This design comes from an exercise in tuning for small area and a short achievable clock period on the open sky130 flow, not from production work.
Only simulation tests tie the RTL to the original design; equivalence was not proved.
No activity file was given, so power comes from the tool's default toggle rates.

==> inputs of amber <==
==> flow/design.v (excerpt) <==
module frame_buffer_top (
	input  wire logic                     clk_133M,
	input  wire logic                     rst_133,
	input  wire logic [9:0]               cam_i,         
	input  wire logic                     cam_valid_i,
	output logic [5:0]                     cmd_o,         
	output logic                          cmd_valid_o,
	input  wire logic                     cmd_ready_i,
	output logic [fb_pkg::PIX_W-1:0]      wr_data_o,
	output logic                          wr_valid_o,
	input  wire logic                     wr_ready_i,
	input  wire logic [fb_pkg::PIX_W-1:0] rd_data_i,
	input  wire logic                     rd_valid_i,
	input  wire logic                     frame_start_i,
	output logic [fb_pkg::PIX_W-1:0]      pix_o,
	output logic                          pix_valid_o,
	input  wire logic                     pix_ready_i
);
export LEC_CHECK = 0
export ABC_CLOCK_PERIOD_IN_PS = 2500
export CAP_MARGIN = 20
export CORE_MARGIN = 2
export CORE_UTILIZATION = 45
export CTS_CLUSTER_DIAMETER = 100
export CTS_CLUSTER_SIZE = 26
export SETUP_SLACK_MARGIN = 3.0
export SLEW_MARGIN = 20
export TNS_END_PERCENT = 100
create_clock -name core_clock -period 5.5 [get_ports {clk_133M}]
standard.sh (not shown) runs the stock make flow with config.mk's settings and CLKGATE_MAP_FILE= SYNTH_SCRIPT=/design/flow/synth_recipe.tcl, a recipe that flattens the netlist after the stock synthesis.
==> flow/flow/run.sh <==
#!/bin/bash
set -euo pipefail
bash standard.sh \
	"BUFFER_PORTS_ARGS=-buffer_cell sky130_fd_sc_hd__buf_4" \
	SKIP_VT_SWAP=1 SKIP_CRIT_VT_SWAP=1 \
	finish > flow_make.log 2>&1
==> pepper: changes against amber <==
--- a/flow/design.v
+++ b/flow/design.v
@@ -96,11 +96,11 @@
 );
 	localparam int SLOTS = DEPTH - 1;
 	logic [fb_pkg::PIX_W-1:0]   sr [SLOTS];
 	logic [fb_pkg::PIX_W-1:0]   head;
 	logic [fb_pkg::PIX_W-1:0]   sr_q;      
-	logic [fb_pkg::PIX_W-1:0]   grp_q [4];
+	logic [fb_pkg::PIX_W-1:0]   grp_q [8];
 	logic                       nempty;
 	logic                       sr_empty;  
 	logic                       full;      
 	logic                       ge_burst;
 	logic                       room_burst;
@@ -110,51 +110,50 @@
 	logic                       to_head;   
 	logic                       sr_we;
 	logic                       sr_rd;     
 	logic                       idx_inc;
 	logic                       idx_dec;
-	logic [15:0]                idx_lo;    
-	logic [3:0]                 idx_hi;    
-	logic [15:0]                lo_inc, lo_dec;
-	logic [3:0]                 hi_inc, hi_dec;
+	logic [7:0]                 idx_lo;    
+	logic [7:0]                 idx_hi;    
+	logic [7:0]                 lo_inc, hi_inc, lo_dec, hi_dec;
 	assign one      = nempty && sr_empty;
 	assign do_pop   = pop_i && nempty;
 	assign do_push  = push_i && (!full || do_pop);
 	assign to_head  = !nempty || (one && do_pop);
 	assign sr_we    = do_push && !to_head;
 	assign sr_rd    = do_pop && !one;
 	assign idx_inc  = sr_we && !sr_rd;
 	assign idx_dec  = sr_rd && !sr_we;
-	assign lo_inc = {idx_lo[14:0], idx_lo[15]};
-	assign hi_inc = idx_lo[15] ? {idx_hi[2:0], idx_hi[3]} : idx_hi;
-	assign lo_dec = {idx_lo[0], idx_lo[15:1]};
-	assign hi_dec = idx_lo[0] ? {idx_hi[0], idx_hi[3:1]} : idx_hi;
-	function automatic logic f_sr_empty(input logic [3:0] hi, input logic [15:0] lo);
-		f_sr_empty = hi[3] && lo[15];
+	assign lo_inc = {idx_lo[6:0], idx_lo[7]};
+	assign hi_inc = idx_lo[7] ? {idx_hi[6:0], idx_hi[7]} : idx_hi;
+	assign lo_dec = {idx_lo[0], idx_lo[7:1]};
+	assign hi_dec = idx_lo[0] ? {idx_hi[0], idx_hi[7:1]} : idx_hi;
+	function automatic logic f_sr_empty(input logic [7:0] hi, input logic [7:0] lo);
+		f_sr_empty = hi[7] && lo[7];
 	endfunction
-	function automatic logic f_full(input logic [3:0] hi, input logic [15:0] lo);
-		f_full = hi[3] && lo[14];
+	function automatic logic f_full(input logic [7:0] hi, input logic [7:0] lo);
+		f_full = hi[7] && lo[6];
 	endfunction
-	function automatic logic f_ge_burst(input logic [3:0] hi, input logic [15:0] lo);
-		f_ge_burst = !(hi[0] && (|lo[13:0])) && !(hi[3] && lo[15]);
+	function automatic logic f_ge_burst(input logic [7:0] hi, input logic [7:0] lo);
+		f_ge_burst = !(hi[0] || (hi[1] && (|lo[5:0]))) && !(hi[7] && lo[7]);
 	endfunction
-	function automatic logic f_room_burst(input logic [3:0] hi, input logic [15:0] lo);
-		f_room_burst = hi[0] || hi[1] || (hi[2] && !lo[15]) || (hi[3] && lo[15]);
+	function automatic logic f_room_burst(input logic [7:0] hi, input logic [7:0] lo);
+		f_room_burst = (|hi[4:0]) || (hi[5] && !lo[7]) || (hi[7] && lo[7]);
 	endfunction
 	assign ge_burst_o   = ge_burst;
 	assign room_burst_o = room_burst;
 	always_comb begin
-		for (int a = 0; a < 4; a++) begin
+		for (int a = 0; a < 8; a++) begin
 			grp_q[a] = '0;
-			for (int b = 0; b < 16; b++) begin
-				if (a * 16 + b < SLOTS) begin
-					grp_q[a] = grp_q[a] | ({fb_pkg::PIX_W{idx_lo[b]}} & sr[a * 16 + b]);
+			for (int b = 0; b < 8; b++) begin
+				if (a * 8 + b < SLOTS) begin
+					grp_q[a] = grp_q[a] | ({fb_pkg::PIX_W{idx_lo[b]}} & sr[a * 8 + b]);
 				end
 			end
 		end
 		sr_q = '0;
-		for (int a = 0; a < 4; a++) begin
+		for (int a = 0; a < 8; a++) begin
 			sr_q = sr_q | ({fb_pkg::PIX_W{idx_hi[a]}} & grp_q[a]);
 		end
 	end
 	always_ff @(posedge clk_133M) begin
 		if (sr_we) begin
@@ -162,36 +161,30 @@
 			for (int i = 1; i < SLOTS; i++) begin
 				sr[i] <= sr[i-1];
 			end
 		end
 	end
-	logic                       head_ld_din;
-	logic                       head_ld_sr;
-	logic                       head_hold;
-	logic [fb_pkg::PIX_W-1:0]   head_n;
-	assign head_ld_din = do_push && to_head;
-	assign head_ld_sr  = sr_rd;
-	assign head_hold   = !(head_ld_din || head_ld_sr);
-	assign head_n      = ({fb_pkg::PIX_W{head_hold}} & head)
-	                   | ({fb_pkg::PIX_W{head_ld_din}} & din_i)
-	                   | ({fb_pkg::PIX_W{head_ld_sr}} & sr_q);
 	always_ff @(posedge clk_133M) begin
-		head <= head_n;
+		if (do_push && to_head) begin
+			head <= din_i;
+		end else if (sr_rd) begin
+			head <= sr_q;
+		end
 	end
 	always_ff @(posedge clk_133M or negedge rst_133) begin
 		if (!rst_133) begin
 			nempty     <= 1'b0;
-			idx_lo     <= 16'h8000;
-			idx_hi     <= 4'h8;
+			idx_lo     <= 8'h80;
+			idx_hi     <= 8'h80;
 			sr_empty   <= 1'b1;
 			full       <= 1'b0;
 			ge_burst   <= 1'b0;
 			room_burst <= 1'b1;
 		end else if (clear_i) begin
 			nempty     <= 1'b0;   
-			idx_lo     <= 16'h8000;
-			idx_hi     <= 4'h8;
+			idx_lo     <= 8'h80;
+			idx_hi     <= 8'h80;
 			sr_empty   <= 1'b1;
 			full       <= 1'b0;
 			ge_burst   <= 1'b0;
 			room_burst <= 1'b1;
 		end else begin
@@ -349,15 +342,12 @@
 	assign fs_serve   = fs_req && !rd_busy;
 	assign wr_go      = wr_ge_burst_i;
 	assign rd_go      = rd_room_burst_i && !rd_frame_done && !fs_req;
 	assign word_beat  = wr_pop_o || rd_push_o;
 	assign burst_last = word_beat && (word_cnt == 4'(fb_pkg::BURST_LEN - 1));
-	always_ff @(posedge clk_133M or negedge rst_133) begin
-		if (!rst_133) begin
-			cmd_bank <= '0;
-			cmd_row  <= '0;
-		end else if (idle) begin
+	always_ff @(posedge clk_133M) begin
+		if (idle) begin
 			if (wr_go) begin
 				cmd_bank <= banks_nxt_i.cam_bank;
 				cmd_row  <= wr_row;
 			end else begin
 				cmd_bank <= banks_nxt_i.vga_bank;
--- a/flow/config.mk
+++ b/flow/config.mk
@@ -8,9 +8,9 @@
 export ABC_CLOCK_PERIOD_IN_PS = 2500
 export CAP_MARGIN = 20
 export CORE_MARGIN = 2
 export CORE_UTILIZATION = 45
 export CTS_CLUSTER_DIAMETER = 100
-export CTS_CLUSTER_SIZE = 26
+export CTS_CLUSTER_SIZE = 30
 export SETUP_SLACK_MARGIN = 3.0
 export SLEW_MARGIN = 20
 export TNS_END_PERCENT = 100
==> summary of the runs <==
amber completed with no timing, DRC or antenna violations. pepper completed without violations. Of pepper and amber, amber has the higher design area (gap 1.5%, measured against amber). Synthesized cell count: amber is smaller than pepper (1.8%). Of pepper and amber, amber has the higher non-clock buffer count (gap 76). Of pepper and amber, amber has the higher core utilization (gap 0.88 points). In amber the hold slack is worse than in pepper, by 71 ps. In amber the register-to-register slack is lower than in pepper, by 30 ps. Of amber and pepper, amber has the higher final cell count (gap about 1.1%, measured against pepper). Of pepper and amber, pepper has the higher die area (gap about 0.36%, measured against amber).

* * *

==> exp/cedar: inputs <==
==> flow/design.v <==
`default_nettype none
package fb_pkg;
	localparam int PIX_W      = 16;   
	localparam int BURST_LEN  = 16;   
	localparam int FRAME_ROWS = 8;    
	localparam int FIFO_DEPTH = 64;   
	localparam int LVL_W      = 7;    
	localparam int ROW_W      = 3;    
	localparam int CNT_W      = $clog2(BURST_LEN + 1);   
	typedef logic [1:0] bank_t;   
	typedef enum logic {
		MEM_WRITE = 1'b0,
		MEM_READ  = 1'b1
	} mem_op_e;
	typedef enum logic [1:0] {
		S_IDLE    = 2'd0,   
		S_CMD     = 2'd1,   
		S_WR_DATA = 2'd2,   
		S_RD_DATA = 2'd3    
	} sched_state_e;
	typedef struct packed {
		logic       vsync;
		logic       href;
		logic [7:0] data;
	} cam_bus_t;
	typedef struct packed {
		mem_op_e          op;
		bank_t            bank;
		logic [ROW_W-1:0] row;
	} mem_cmd_t;
	typedef struct packed {
		bank_t cam_bank;   
		bank_t vga_bank;   
	} bank_sel_t;
endpackage
`default_nettype wire
`timescale 1ns/1ps
`default_nettype none
module cam_byte_pack (
	input  wire logic                     clk_133M,
	input  wire logic                     rst_133,
	input  wire fb_pkg::cam_bus_t         cam_i,
	input  wire logic                     cam_valid_i,
	output logic [fb_pkg::PIX_W-1:0]      pix_o,
	output logic                          pix_valid_o
);
	logic                 vsync_d;    
	logic                 vs_rise;
	logic                 take;       
	logic                 phase;      
	logic [fb_pkg::PIX_W/2-1:0]   hi_byte;
	logic [fb_pkg::PIX_W/2-1:0]   lo_byte;
	assign vs_rise = cam_i.vsync && !vsync_d;
	assign take    = cam_valid_i && cam_i.href;
	always_ff @(posedge clk_133M or negedge rst_133) begin
		if (!rst_133) begin
			vsync_d     <= 1'b0;
			phase       <= 1'b0;
			pix_valid_o <= 1'b0;
		end else begin
			vsync_d     <= cam_i.vsync;
			pix_valid_o <= take && phase && !vs_rise;   
			if (take) begin
				phase <= vs_rise ? 1'b1 : !phase;
			end else if (vs_rise) begin
				phase <= 1'b0;   
			end
		end
	end
	always_ff @(posedge clk_133M) begin
		if (take && (vs_rise || !phase)) begin
			hi_byte <= cam_i.data;   
		end
		if (take && phase && !vs_rise) begin
			lo_byte <= cam_i.data;
		end
	end
	assign pix_o = {hi_byte, lo_byte};
endmodule
`default_nettype wire
`timescale 1ns/1ps
`default_nettype none
module pixel_fifo #(
	parameter int DEPTH = fb_pkg::FIFO_DEPTH   
) (
	input  wire logic                     clk_133M,
	input  wire logic                     rst_133,
	input  wire logic                     clear_i,
	input  wire logic                     push_i,
	input  wire logic [fb_pkg::PIX_W-1:0] din_i,
	input  wire logic                     pop_i,
	output logic [fb_pkg::PIX_W-1:0]      dout_o,
	output logic                          nempty_o,
	output logic [fb_pkg::LVL_W-1:0]      level_o
);
	localparam int SLOTS = DEPTH - 1;
	localparam logic [5:0] PTR0 = 6'd1;
	logic [fb_pkg::PIX_W-1:0]   mem [1:SLOTS];
	logic [fb_pkg::PIX_W-1:0]   head;
	logic [fb_pkg::PIX_W-1:0]   ring_q;    
	logic [5:0]                 wr_ptr;
	logic [5:0]                 rd_ptr;
	logic [fb_pkg::LVL_W-1:0]   count;
	logic                       nempty;
	logic                       one;
	logic                       full;
	logic                       do_push;
	logic                       do_pop;
	logic                       to_head;   
	logic                       ring_we;
	logic                       ring_rd;   
	function automatic logic [5:0] lfsr_step(input logic [5:0] p);
		lfsr_step = {p[4:0], p[5] ^ p[4]};   
	endfunction
	assign one      = (count == fb_pkg::LVL_W'(1));
	assign full     = count[fb_pkg::LVL_W-1];   
	assign do_pop   = pop_i && nempty;
	assign do_push  = push_i && (!full || do_pop);
	assign to_head  = !nempty || (one && do_pop);
	assign ring_we  = do_push && !to_head;
	assign ring_rd  = do_pop && !one;
	always_comb begin
		ring_q = '0;
		for (int i = 1; i <= SLOTS; i++) begin
			ring_q = ring_q | ({fb_pkg::PIX_W{rd_ptr == 6'(i)}} & mem[i]);
		end
	end
	always_ff @(posedge clk_133M) begin
		for (int i = 1; i <= SLOTS; i++) begin
			if (ring_we && wr_ptr == 6'(i)) begin
				mem[i] <= din_i;
			end
		end
		if (do_push && to_head) begin
			head <= din_i;
		end else if (ring_rd) begin
			head <= ring_q;
		end
	end
	always_ff @(posedge clk_133M or negedge rst_133) begin
		if (!rst_133) begin
			wr_ptr <= PTR0;
			rd_ptr <= PTR0;
			count  <= '0;
			nempty <= 1'b0;
		end else if (clear_i) begin
			wr_ptr <= PTR0;   
			rd_ptr <= PTR0;
			count  <= '0;
			nempty <= 1'b0;
		end else begin
			if (ring_we) begin
				wr_ptr <= lfsr_step(wr_ptr);
			end
			if (ring_rd) begin
				rd_ptr <= lfsr_step(rd_ptr);
			end
			if (do_push && !do_pop) begin
				count  <= count + 1'b1;
				nempty <= 1'b1;
			end else if (do_pop && !do_push) begin
				count  <= count - 1'b1;
				nempty <= !one;
			end
		end
	end
	assign dout_o   = head;
	assign nempty_o = nempty;
	assign level_o  = count;
endmodule
`default_nettype wire
`timescale 1ns/1ps
`default_nettype none
module bank_rotator (
	input  wire logic            clk_133M,
	input  wire logic            rst_133,
	input  wire logic            cam_frame_done_i,
	input  wire logic            vga_frame_start_i,
	output fb_pkg::bank_sel_t    banks_o,
	output fb_pkg::bank_sel_t    banks_nxt_o    
);
	fb_pkg::bank_t cam_bank;
	fb_pkg::bank_t vga_bank;
	fb_pkg::bank_t free_bank;   
	logic  fresh;       
	fb_pkg::bank_t cam_nxt;
	fb_pkg::bank_t vga_nxt;
	fb_pkg::bank_t free_nxt;
	logic  fresh_nxt;
	always_comb begin
		cam_nxt   = cam_bank;
		vga_nxt   = vga_bank;
		free_nxt  = free_bank;
		fresh_nxt = fresh;
		if (cam_frame_done_i && vga_frame_start_i) begin
			vga_nxt   = cam_bank;
			cam_nxt   = free_bank;
			free_nxt  = vga_bank;
			fresh_nxt = 1'b0;
		end else if (cam_frame_done_i) begin
			cam_nxt   = free_bank;   
			free_nxt  = cam_bank;    
			fresh_nxt = 1'b1;
		end else if (vga_frame_start_i && fresh) begin
			vga_nxt   = free_bank;   
			free_nxt  = vga_bank;
			fresh_nxt = 1'b0;
		end
	end
	always_ff @(posedge clk_133M or negedge rst_133) begin
		if (!rst_133) begin
			cam_bank  <= 2'd1;
			vga_bank  <= 2'd0;
			free_bank <= 2'd2;
			fresh     <= 1'b0;
		end else begin
			cam_bank  <= cam_nxt;
			vga_bank  <= vga_nxt;
			free_bank <= free_nxt;
			fresh     <= fresh_nxt;
		end
	end
	always_comb begin
		banks_o.cam_bank     = cam_bank;
		banks_o.vga_bank     = vga_bank;
		banks_nxt_o.cam_bank = cam_nxt;
		banks_nxt_o.vga_bank = vga_nxt;
	end
endmodule
`default_nettype wire
`timescale 1ns/1ps
`default_nettype none
module burst_scheduler (
	input  wire logic                     clk_133M,
	input  wire logic                     rst_133,
	input  wire logic [fb_pkg::LVL_W-1:0] wr_level_i,
	output logic                          wr_pop_o,
	input  wire logic [fb_pkg::LVL_W-1:0] rd_level_i,
	output logic                          rd_push_o,
	output logic                          rd_clear_o,
	input  wire fb_pkg::bank_sel_t        banks_i,
	input  wire fb_pkg::bank_sel_t        banks_nxt_i,
	output fb_pkg::mem_cmd_t              cmd_o,
	output logic                          cmd_valid_o,
	input  wire logic                     cmd_ready_i,
	output logic                          wr_valid_o,
	input  wire logic                     wr_ready_i,
	input  wire logic                     rd_valid_i,
	input  wire logic                     frame_start_i,
	output logic                          cam_frame_done_o,
	output logic                          vga_frame_start_o
);
	logic                       st_cmd;          
	logic                       st_wr;           
	logic                       st_rd;           
	logic                       idle;
	fb_pkg::mem_op_e            cmd_op;          
	logic [1:0]                 cmd_bank;
	logic [fb_pkg::ROW_W-1:0]   cmd_row;
	logic [3:0]                 word_cnt;        
	logic [fb_pkg::ROW_W-1:0]   wr_row;
	logic [fb_pkg::ROW_W-1:0]   rd_row;
	logic               rd_frame_done;   
	logic               fs_pend;         
	logic               fs_req;
	logic               fs_serve;
	logic               rd_busy;
	logic               wr_go;
	logic               rd_go;
	logic               word_beat;
	logic               burst_last;
	assign cmd_valid_o = st_cmd;
	assign wr_valid_o  = st_wr;
	assign wr_pop_o    = st_wr && wr_ready_i;
	assign rd_push_o   = st_rd && rd_valid_i;
	assign idle        = !(st_cmd || st_wr || st_rd);
	assign cmd_o.op   = cmd_op;
	assign cmd_o.bank = cmd_bank;
	assign cmd_o.row  = cmd_row;
	assign rd_busy    = st_rd || (st_cmd && cmd_op == fb_pkg::MEM_READ);
	assign fs_req     = fs_pend || frame_start_i;
	assign fs_serve   = fs_req && !rd_busy;
	assign wr_go      = (wr_level_i >= fb_pkg::LVL_W'(fb_pkg::BURST_LEN));
	assign rd_go      = (rd_level_i <= fb_pkg::LVL_W'(fb_pkg::FIFO_DEPTH - fb_pkg::BURST_LEN)) && !rd_frame_done && !fs_req;
	assign word_beat  = wr_pop_o || rd_push_o;
	assign burst_last = word_beat && (word_cnt == 4'(fb_pkg::BURST_LEN - 1));
	always_ff @(posedge clk_133M) begin
		if (idle) begin
			if (wr_go) begin
				cmd_bank <= banks_nxt_i.cam_bank;
				cmd_row  <= wr_row;
			end else begin
				cmd_bank <= banks_nxt_i.vga_bank;
				cmd_row  <= rd_row;
			end
		end
	end
	always_ff @(posedge clk_133M or negedge rst_133) begin
		if (!rst_133) begin
			st_cmd            <= 1'b0;
			st_wr             <= 1'b0;
			st_rd             <= 1'b0;
			cmd_op            <= fb_pkg::MEM_WRITE;
			word_cnt          <= '0;
			wr_row            <= '0;
			rd_row            <= '0;
			rd_frame_done     <= 1'b1;   
			fs_pend           <= 1'b0;
			cam_frame_done_o  <= 1'b0;
			vga_frame_start_o <= 1'b0;
		end else begin
			cam_frame_done_o  <= 1'b0;
			vga_frame_start_o <= fs_serve;
			fs_pend           <= fs_req && !fs_serve;
			if (fs_serve) begin
				rd_row        <= '0;
				rd_frame_done <= 1'b0;
			end
			if (word_beat) begin
				word_cnt <= word_cnt + 1'b1;   
			end
			if (idle) begin
				if (wr_go) begin   
					cmd_op <= fb_pkg::MEM_WRITE;
					st_cmd <= 1'b1;
				end else if (rd_go) begin
					cmd_op <= fb_pkg::MEM_READ;
					st_cmd <= 1'b1;
				end
			end
			if (st_cmd && cmd_ready_i) begin
				st_cmd <= 1'b0;
				st_wr  <= (cmd_op == fb_pkg::MEM_WRITE);
				st_rd  <= (cmd_op == fb_pkg::MEM_READ);
			end
			if (st_wr && burst_last) begin
				st_wr <= 1'b0;
				if (wr_row == fb_pkg::ROW_W'(fb_pkg::FRAME_ROWS - 1)) begin
					cam_frame_done_o <= 1'b1;   
				end
				wr_row <= wr_row + 1'b1;
			end
			if (st_rd && burst_last) begin
				st_rd <= 1'b0;
				if (rd_row == fb_pkg::ROW_W'(fb_pkg::FRAME_ROWS - 1)) begin
					rd_frame_done <= 1'b1;   
				end else begin
					rd_row <= rd_row + 1'b1;
				end
			end
		end
	end
	assign rd_clear_o = vga_frame_start_o;   
endmodule
`default_nettype wire
`timescale 1ns/1ps
`default_nettype none
module frame_buffer_top (
	input  wire logic                     clk_133M,
	input  wire logic                     rst_133,
	input  wire logic [9:0]               cam_i,         
	input  wire logic                     cam_valid_i,
	output logic [5:0]                     cmd_o,         
	output logic                          cmd_valid_o,
	input  wire logic                     cmd_ready_i,
	output logic [fb_pkg::PIX_W-1:0]      wr_data_o,
	output logic                          wr_valid_o,
	input  wire logic                     wr_ready_i,
	input  wire logic [fb_pkg::PIX_W-1:0] rd_data_i,
	input  wire logic                     rd_valid_i,
	input  wire logic                     frame_start_i,
	output logic [fb_pkg::PIX_W-1:0]      pix_o,
	output logic                          pix_valid_o,
	input  wire logic                     pix_ready_i
);
	logic [fb_pkg::PIX_W-1:0]   cam_pix;
	logic               cam_pix_valid;
	logic               wr_fifo_pop;
	logic [fb_pkg::LVL_W-1:0]   wr_level;
	logic               rd_push;
	logic               rd_clear;
	logic               rd_pop;
	logic               rd_nempty;
	logic [fb_pkg::LVL_W-1:0]   rd_level;
	logic               cam_frame_done;
	logic               vga_frame_start;
	fb_pkg::bank_sel_t          banks;
	fb_pkg::bank_sel_t          banks_nxt;
	assign pix_valid_o = rd_nempty;
	assign rd_pop      = rd_nempty && pix_ready_i;
	cam_byte_pack cam_byte_pack_i (
		.clk_133M    (clk_133M),
		.rst_133     (rst_133),
		.cam_i       (cam_i),
		.cam_valid_i (cam_valid_i),
		.pix_o       (cam_pix),
		.pix_valid_o (cam_pix_valid)
	);
	pixel_fifo #(.DEPTH(fb_pkg::FIFO_DEPTH)) wr_fifo (
		.clk_133M (clk_133M),
		.rst_133  (rst_133),
		.clear_i  (1'b0),
		.push_i   (cam_pix_valid),
		.din_i    (cam_pix),
		.pop_i    (wr_fifo_pop),
		.dout_o   (wr_data_o),       
		.nempty_o (),
		.level_o  (wr_level)
	);
	pixel_fifo #(.DEPTH(fb_pkg::FIFO_DEPTH)) rd_fifo (
		.clk_133M (clk_133M),
		.rst_133  (rst_133),
		.clear_i  (rd_clear),
		.push_i   (rd_push),
		.din_i    (rd_data_i),
		.pop_i    (rd_pop),
		.dout_o   (pix_o),
		.nempty_o (rd_nempty),
		.level_o  (rd_level)
	);
	burst_scheduler burst_scheduler_i (
		.clk_133M          (clk_133M),
		.rst_133           (rst_133),
		.wr_level_i        (wr_level),
		.wr_pop_o          (wr_fifo_pop),
		.rd_level_i        (rd_level),
		.rd_push_o         (rd_push),
		.rd_clear_o        (rd_clear),
		.banks_i           (banks),
		.banks_nxt_i       (banks_nxt),
		.cmd_o             (cmd_o),
		.cmd_valid_o       (cmd_valid_o),
		.cmd_ready_i       (cmd_ready_i),
		.wr_valid_o        (wr_valid_o),
		.wr_ready_i        (wr_ready_i),
		.rd_valid_i        (rd_valid_i),
		.frame_start_i     (frame_start_i),
		.cam_frame_done_o  (cam_frame_done),
		.vga_frame_start_o (vga_frame_start)
	);
	bank_rotator bank_rotator_i (
		.clk_133M          (clk_133M),
		.rst_133           (rst_133),
		.cam_frame_done_i  (cam_frame_done),
		.vga_frame_start_i (vga_frame_start),
		.banks_o           (banks),
		.banks_nxt_o       (banks_nxt)
	);
endmodule
`default_nettype wire
==> flow/run.sh <==
#!/bin/bash
# synth_recipe.tcl (not shown) runs the flow's synth.tcl, then flattens the netlist and writes it again
# the make line also repeats each setting of config.mk as NAME=value (left out here)
make -C /OpenROAD-flow-scripts/flow DESIGN_CONFIG=/design/flow/config.mk WORK_HOME=/design/flow/orfs CLKGATE_MAP_FILE= SYNTH_SCRIPT=/design/flow/synth_recipe.tcl finish
==> flow/config.mk <==
export PLATFORM = sky130hd
export DESIGN_NAME = frame_buffer_top
export DESIGN_NICKNAME = frame_buffer_top
export VERILOG_FILES = /design/flow/design.v
export SDC_FILE = /design/flow/constraint.sdc
export NUM_CORES = 4
export LEC_CHECK = 0
export CAP_MARGIN = 20
export CORE_MARGIN = 2
export CORE_UTILIZATION = 40
export SLEW_MARGIN = 20
==> flow/constraint.sdc <==
create_clock -name core_clock -period 5.5 [get_ports {clk_133M}]
set_input_delay 1.1000 -clock core_clock [delete_from_list [all_inputs] [get_ports {clk_133M}]]
set_output_delay 1.1000 -clock core_clock [all_outputs]
set_load 0.01 [all_outputs]
==> exp/zinc: changes against exp/cedar <==
==> flow/design.v, changed modules only <==
module pixel_fifo #(
	parameter int DEPTH = fb_pkg::FIFO_DEPTH   
) (
	input  wire logic                     clk_133M,
	input  wire logic                     rst_133,
	input  wire logic                     clear_i,
	input  wire logic                     push_i,
	input  wire logic [fb_pkg::PIX_W-1:0] din_i,
	input  wire logic                     pop_i,
	output logic [fb_pkg::PIX_W-1:0]      dout_o,
	output logic                          nempty_o,
	output logic                          ge_burst_o,    
	output logic                          room_burst_o   
);
	localparam int SLOTS = DEPTH - 1;
	logic [fb_pkg::PIX_W-1:0]   sr [SLOTS];
	logic [fb_pkg::PIX_W-1:0]   head;
	logic [fb_pkg::PIX_W-1:0]   sr_q;      
	logic [fb_pkg::PIX_W-1:0]   grp_q [8];
	logic                       nempty;
	logic                       sr_empty;  
	logic                       one;
	logic                       full;
	logic                       do_push;
	logic                       do_pop;
	logic                       to_head;   
	logic                       sr_we;
	logic                       sr_rd;     
	logic [7:0]                 idx_lo;    
	logic [7:0]                 idx_hi;    
	assign sr_empty = idx_hi[7] && idx_lo[7];
	assign one      = nempty && sr_empty;
	assign full     = idx_hi[7] && idx_lo[6];   
	assign do_pop   = pop_i && nempty;
	assign do_push  = push_i && (!full || do_pop);
	assign to_head  = !nempty || (one && do_pop);
	assign sr_we    = do_push && !to_head;
	assign sr_rd    = do_pop && !one;
	assign ge_burst_o   = !(idx_hi[0] || (idx_hi[1] && (|idx_lo[5:0]))) && !sr_empty;
	assign room_burst_o = (|idx_hi[4:0]) || (idx_hi[5] && !idx_lo[7]) || sr_empty;
	always_comb begin
		for (int a = 0; a < 8; a++) begin
			grp_q[a] = '0;
			for (int b = 0; b < 8; b++) begin
				if (a * 8 + b < SLOTS) begin
					grp_q[a] = grp_q[a] | ({fb_pkg::PIX_W{idx_lo[b]}} & sr[a * 8 + b]);
				end
			end
		end
		sr_q = '0;
		for (int a = 0; a < 8; a++) begin
			sr_q = sr_q | ({fb_pkg::PIX_W{idx_hi[a]}} & grp_q[a]);
		end
	end
	always_ff @(posedge clk_133M) begin
		if (sr_we) begin
			sr[0] <= din_i;
			for (int i = 1; i < SLOTS; i++) begin
				sr[i] <= sr[i-1];
			end
		end
		if (do_push && to_head) begin
			head <= din_i;
		end else if (sr_rd) begin
			head <= sr_q;
		end
	end
	always_ff @(posedge clk_133M or negedge rst_133) begin
		if (!rst_133) begin
			nempty <= 1'b0;
			idx_lo <= 8'h80;
			idx_hi <= 8'h80;
		end else if (clear_i) begin
			nempty <= 1'b0;   
			idx_lo <= 8'h80;
			idx_hi <= 8'h80;
		end else begin
			if (sr_we && !sr_rd) begin
				idx_lo <= {idx_lo[6:0], idx_lo[7]};
				if (idx_lo[7]) begin
					idx_hi <= {idx_hi[6:0], idx_hi[7]};
				end
			end else if (sr_rd && !sr_we) begin
				idx_lo <= {idx_lo[0], idx_lo[7:1]};
				if (idx_lo[0]) begin
					idx_hi <= {idx_hi[0], idx_hi[7:1]};
				end
			end
			if (do_push) begin
				nempty <= 1'b1;
			end else if (do_pop) begin
				nempty <= !one;
			end
		end
	end
	assign dout_o   = head;
	assign nempty_o = nempty;
endmodule
module burst_scheduler (
	input  wire logic                     clk_133M,
	input  wire logic                     rst_133,
	input  wire logic                     wr_ge_burst_i,   
	output logic                          wr_pop_o,
	input  wire logic                     rd_room_burst_i,   
	output logic                          rd_push_o,
	output logic                          rd_clear_o,
	input  wire fb_pkg::bank_sel_t        banks_i,
	input  wire fb_pkg::bank_sel_t        banks_nxt_i,
	output fb_pkg::mem_cmd_t              cmd_o,
	output logic                          cmd_valid_o,
	input  wire logic                     cmd_ready_i,
	output logic                          wr_valid_o,
	input  wire logic                     wr_ready_i,
	input  wire logic                     rd_valid_i,
	input  wire logic                     frame_start_i,
	output logic                          cam_frame_done_o,
	output logic                          vga_frame_start_o
);
	logic                       st_cmd;          
	logic                       st_wr;           
	logic                       st_rd;           
	logic                       idle;
	fb_pkg::mem_op_e            cmd_op;          
	logic [1:0]                 cmd_bank;
	logic [fb_pkg::ROW_W-1:0]   cmd_row;
	logic [3:0]                 word_cnt;        
	logic [fb_pkg::ROW_W-1:0]   wr_row;
	logic [fb_pkg::ROW_W-1:0]   rd_row;
	logic               rd_frame_done;   
	logic               fs_pend;         
	logic               fs_req;
	logic               fs_serve;
	logic               rd_busy;
	logic               wr_go;
	logic               rd_go;
	logic               word_beat;
	logic               burst_last;
	assign cmd_valid_o = st_cmd;
	assign wr_valid_o  = st_wr;
	assign wr_pop_o    = st_wr && wr_ready_i;
	assign rd_push_o   = st_rd && rd_valid_i;
	assign idle        = !(st_cmd || st_wr || st_rd);
	assign cmd_o.op   = cmd_op;
	assign cmd_o.bank = cmd_bank;
	assign cmd_o.row  = cmd_row;
	assign rd_busy    = st_rd || (st_cmd && cmd_op == fb_pkg::MEM_READ);
	assign fs_req     = fs_pend || frame_start_i;
	assign fs_serve   = fs_req && !rd_busy;
	assign wr_go      = wr_ge_burst_i;
	assign rd_go      = rd_room_burst_i && !rd_frame_done && !fs_req;
	assign word_beat  = wr_pop_o || rd_push_o;
	assign burst_last = word_beat && (word_cnt == 4'(fb_pkg::BURST_LEN - 1));
	always_ff @(posedge clk_133M) begin
		if (idle) begin
			if (wr_go) begin
				cmd_bank <= banks_nxt_i.cam_bank;
				cmd_row  <= wr_row;
			end else begin
				cmd_bank <= banks_nxt_i.vga_bank;
				cmd_row  <= rd_row;
			end
		end
	end
	always_ff @(posedge clk_133M or negedge rst_133) begin
		if (!rst_133) begin
			st_cmd            <= 1'b0;
			st_wr             <= 1'b0;
			st_rd             <= 1'b0;
			cmd_op            <= fb_pkg::MEM_WRITE;
			word_cnt          <= '0;
			wr_row            <= '0;
			rd_row            <= '0;
			rd_frame_done     <= 1'b1;   
			fs_pend           <= 1'b0;
			cam_frame_done_o  <= 1'b0;
			vga_frame_start_o <= 1'b0;
		end else begin
			cam_frame_done_o  <= 1'b0;
			vga_frame_start_o <= fs_serve;
			fs_pend           <= fs_req && !fs_serve;
			if (fs_serve) begin
				rd_row        <= '0;
				rd_frame_done <= 1'b0;
			end
			if (word_beat) begin
				word_cnt <= word_cnt + 1'b1;   
			end
			if (idle) begin
				if (wr_go) begin   
					cmd_op <= fb_pkg::MEM_WRITE;
					st_cmd <= 1'b1;
				end else if (rd_go) begin
					cmd_op <= fb_pkg::MEM_READ;
					st_cmd <= 1'b1;
				end
			end
			if (st_cmd && cmd_ready_i) begin
				st_cmd <= 1'b0;
				st_wr  <= (cmd_op == fb_pkg::MEM_WRITE);
				st_rd  <= (cmd_op == fb_pkg::MEM_READ);
			end
			if (st_wr && burst_last) begin
				st_wr <= 1'b0;
				if (wr_row == fb_pkg::ROW_W'(fb_pkg::FRAME_ROWS - 1)) begin
					cam_frame_done_o <= 1'b1;   
				end
				wr_row <= wr_row + 1'b1;
			end
			if (st_rd && burst_last) begin
				st_rd <= 1'b0;
				if (rd_row == fb_pkg::ROW_W'(fb_pkg::FRAME_ROWS - 1)) begin
					rd_frame_done <= 1'b1;   
				end else begin
					rd_row <= rd_row + 1'b1;
				end
			end
		end
	end
	assign rd_clear_o = vga_frame_start_o;   
endmodule
module frame_buffer_top (
	input  wire logic                     clk_133M,
	input  wire logic                     rst_133,
	input  wire logic [9:0]               cam_i,         
	input  wire logic                     cam_valid_i,
	output logic [5:0]                     cmd_o,         
	output logic                          cmd_valid_o,
	input  wire logic                     cmd_ready_i,
	output logic [fb_pkg::PIX_W-1:0]      wr_data_o,
	output logic                          wr_valid_o,
	input  wire logic                     wr_ready_i,
	input  wire logic [fb_pkg::PIX_W-1:0] rd_data_i,
	input  wire logic                     rd_valid_i,
	input  wire logic                     frame_start_i,
	output logic [fb_pkg::PIX_W-1:0]      pix_o,
	output logic                          pix_valid_o,
	input  wire logic                     pix_ready_i
);
	logic [fb_pkg::PIX_W-1:0]   cam_pix;
	logic               cam_pix_valid;
	logic               wr_fifo_pop;
	logic               wr_ge_burst;
	logic               rd_push;
	logic               rd_clear;
	logic               rd_pop;
	logic               rd_nempty;
	logic               rd_room_burst;
	logic               cam_frame_done;
	logic               vga_frame_start;
	fb_pkg::bank_sel_t          banks;
	fb_pkg::bank_sel_t          banks_nxt;
	assign pix_valid_o = rd_nempty;
	assign rd_pop      = rd_nempty && pix_ready_i;
	cam_byte_pack cam_byte_pack_i (
		.clk_133M    (clk_133M),
		.rst_133     (rst_133),
		.cam_i       (cam_i),
		.cam_valid_i (cam_valid_i),
		.pix_o       (cam_pix),
		.pix_valid_o (cam_pix_valid)
	);
	pixel_fifo #(.DEPTH(fb_pkg::FIFO_DEPTH)) wr_fifo (
		.clk_133M (clk_133M),
		.rst_133  (rst_133),
		.clear_i  (1'b0),
		.push_i   (cam_pix_valid),
		.din_i    (cam_pix),
		.pop_i    (wr_fifo_pop),
		.dout_o   (wr_data_o),       
		.nempty_o     (),
		.ge_burst_o   (wr_ge_burst),
		.room_burst_o ()
	);
	pixel_fifo #(.DEPTH(fb_pkg::FIFO_DEPTH)) rd_fifo (
		.clk_133M (clk_133M),
		.rst_133  (rst_133),
		.clear_i  (rd_clear),
		.push_i   (rd_push),
		.din_i    (rd_data_i),
		.pop_i    (rd_pop),
		.dout_o   (pix_o),
		.nempty_o     (rd_nempty),
		.ge_burst_o   (),
		.room_burst_o (rd_room_burst)
	);
	burst_scheduler burst_scheduler_i (
		.clk_133M          (clk_133M),
		.rst_133           (rst_133),
		.wr_ge_burst_i     (wr_ge_burst),
		.wr_pop_o          (wr_fifo_pop),
		.rd_room_burst_i   (rd_room_burst),
		.rd_push_o         (rd_push),
		.rd_clear_o        (rd_clear),
		.banks_i           (banks),
		.banks_nxt_i       (banks_nxt),
		.cmd_o             (cmd_o),
		.cmd_valid_o       (cmd_valid_o),
		.cmd_ready_i       (cmd_ready_i),
		.wr_valid_o        (wr_valid_o),
		.wr_ready_i        (wr_ready_i),
		.rd_valid_i        (rd_valid_i),
		.frame_start_i     (frame_start_i),
		.cam_frame_done_o  (cam_frame_done),
		.vga_frame_start_o (vga_frame_start)
	);
	bank_rotator bank_rotator_i (
		.clk_133M          (clk_133M),
		.rst_133           (rst_133),
		.cam_frame_done_i  (cam_frame_done),
		.vga_frame_start_i (vga_frame_start),
		.banks_o           (banks),
		.banks_nxt_o       (banks_nxt)
	);
endmodule
Settings changed: ABC_CLOCK_PERIOD_IN_PS from default to 2500, CORE_UTILIZATION 40 to 50, CTS_CLUSTER_DIAMETER from default to 100, CTS_CLUSTER_SIZE from default to 30, SETUP_SLACK_MARGIN from default to 2.9, TNS_END_PERCENT from default to 20.
==> summary of the runs <==
In exp/zinc the sequential power is smaller than in exp/cedar, by about 2%. In exp/cedar the core utilization is lower than in exp/zinc, by 7.6 points. Non-clock buffer count: exp/zinc is lower than exp/cedar (267). Between exp/zinc and exp/cedar, the lower final area is in exp/zinc (gap about 10%, measured against exp/cedar). Against exp/zinc, the synthesized cell count of exp/cedar is higher by about 17%. Clock skew: exp/cedar is higher than exp/zinc (0.034 ns). Global-route usage: exp/cedar is higher than exp/zinc (13 points). Of exp/zinc and exp/cedar, exp/cedar has the higher clock power (gap about 46%, measured against exp/cedar). In exp/cedar the worst setup slack is lower than in exp/zinc, by 2.1 ns.

## separate check: timing with driven ports
In the flow no input, the clock included, has a driving cell. The finished layouts below were timed again as built, in two steps.
Step 1: set_driving_cell puts a clkbuf_16 on clk_133M and a buf_2 on each other input, an assumption about the parent block.
Step 2 adds t to the input delays and takes it off the output delays; t is the mean of the earliest and latest rising clock arrival at the registers after step 1. Input paths then give back, and output paths get back, about the clock's delay inside the block.
Three values: ideal, step 1, step 2; two values: the first two.
| run | shift t [ns] | slack for setup (ns) | worst hold slack (ns) | slew at the worst register clock pin (ns) | pins driven straight from the clock port |
|---|---|---|---|---|---|
| amber | 0.826 | 2.999 / 2.975 / 2.297 | 0.235 / 0.234 / 0.425 | 0.11 / 0.11 | 1 |
| pepper | 0.814 | 2.918 / 2.835 / 2.238 | 0.306 / 0.247 / 0.433 | 0.12 / 0.12 | 1 |
| exp/cedar | 0.975 | 0.617 / 0.617 / 0.617 | 0.391 / 0.323 / 0.474 | 0.07 / 0.07 | 1 |
| exp/zinc | 0.807 | 2.742 / 2.656 / 2.005 | 0.305 / 0.275 / 0.436 | 0.12 / 0.12 | 1 |
After both steps setup and hold are still met in every run listed. The setup slack of exp/zinc, which loses most, moves by -0.086 ns with the drivers and by -0.737 ns with both steps.
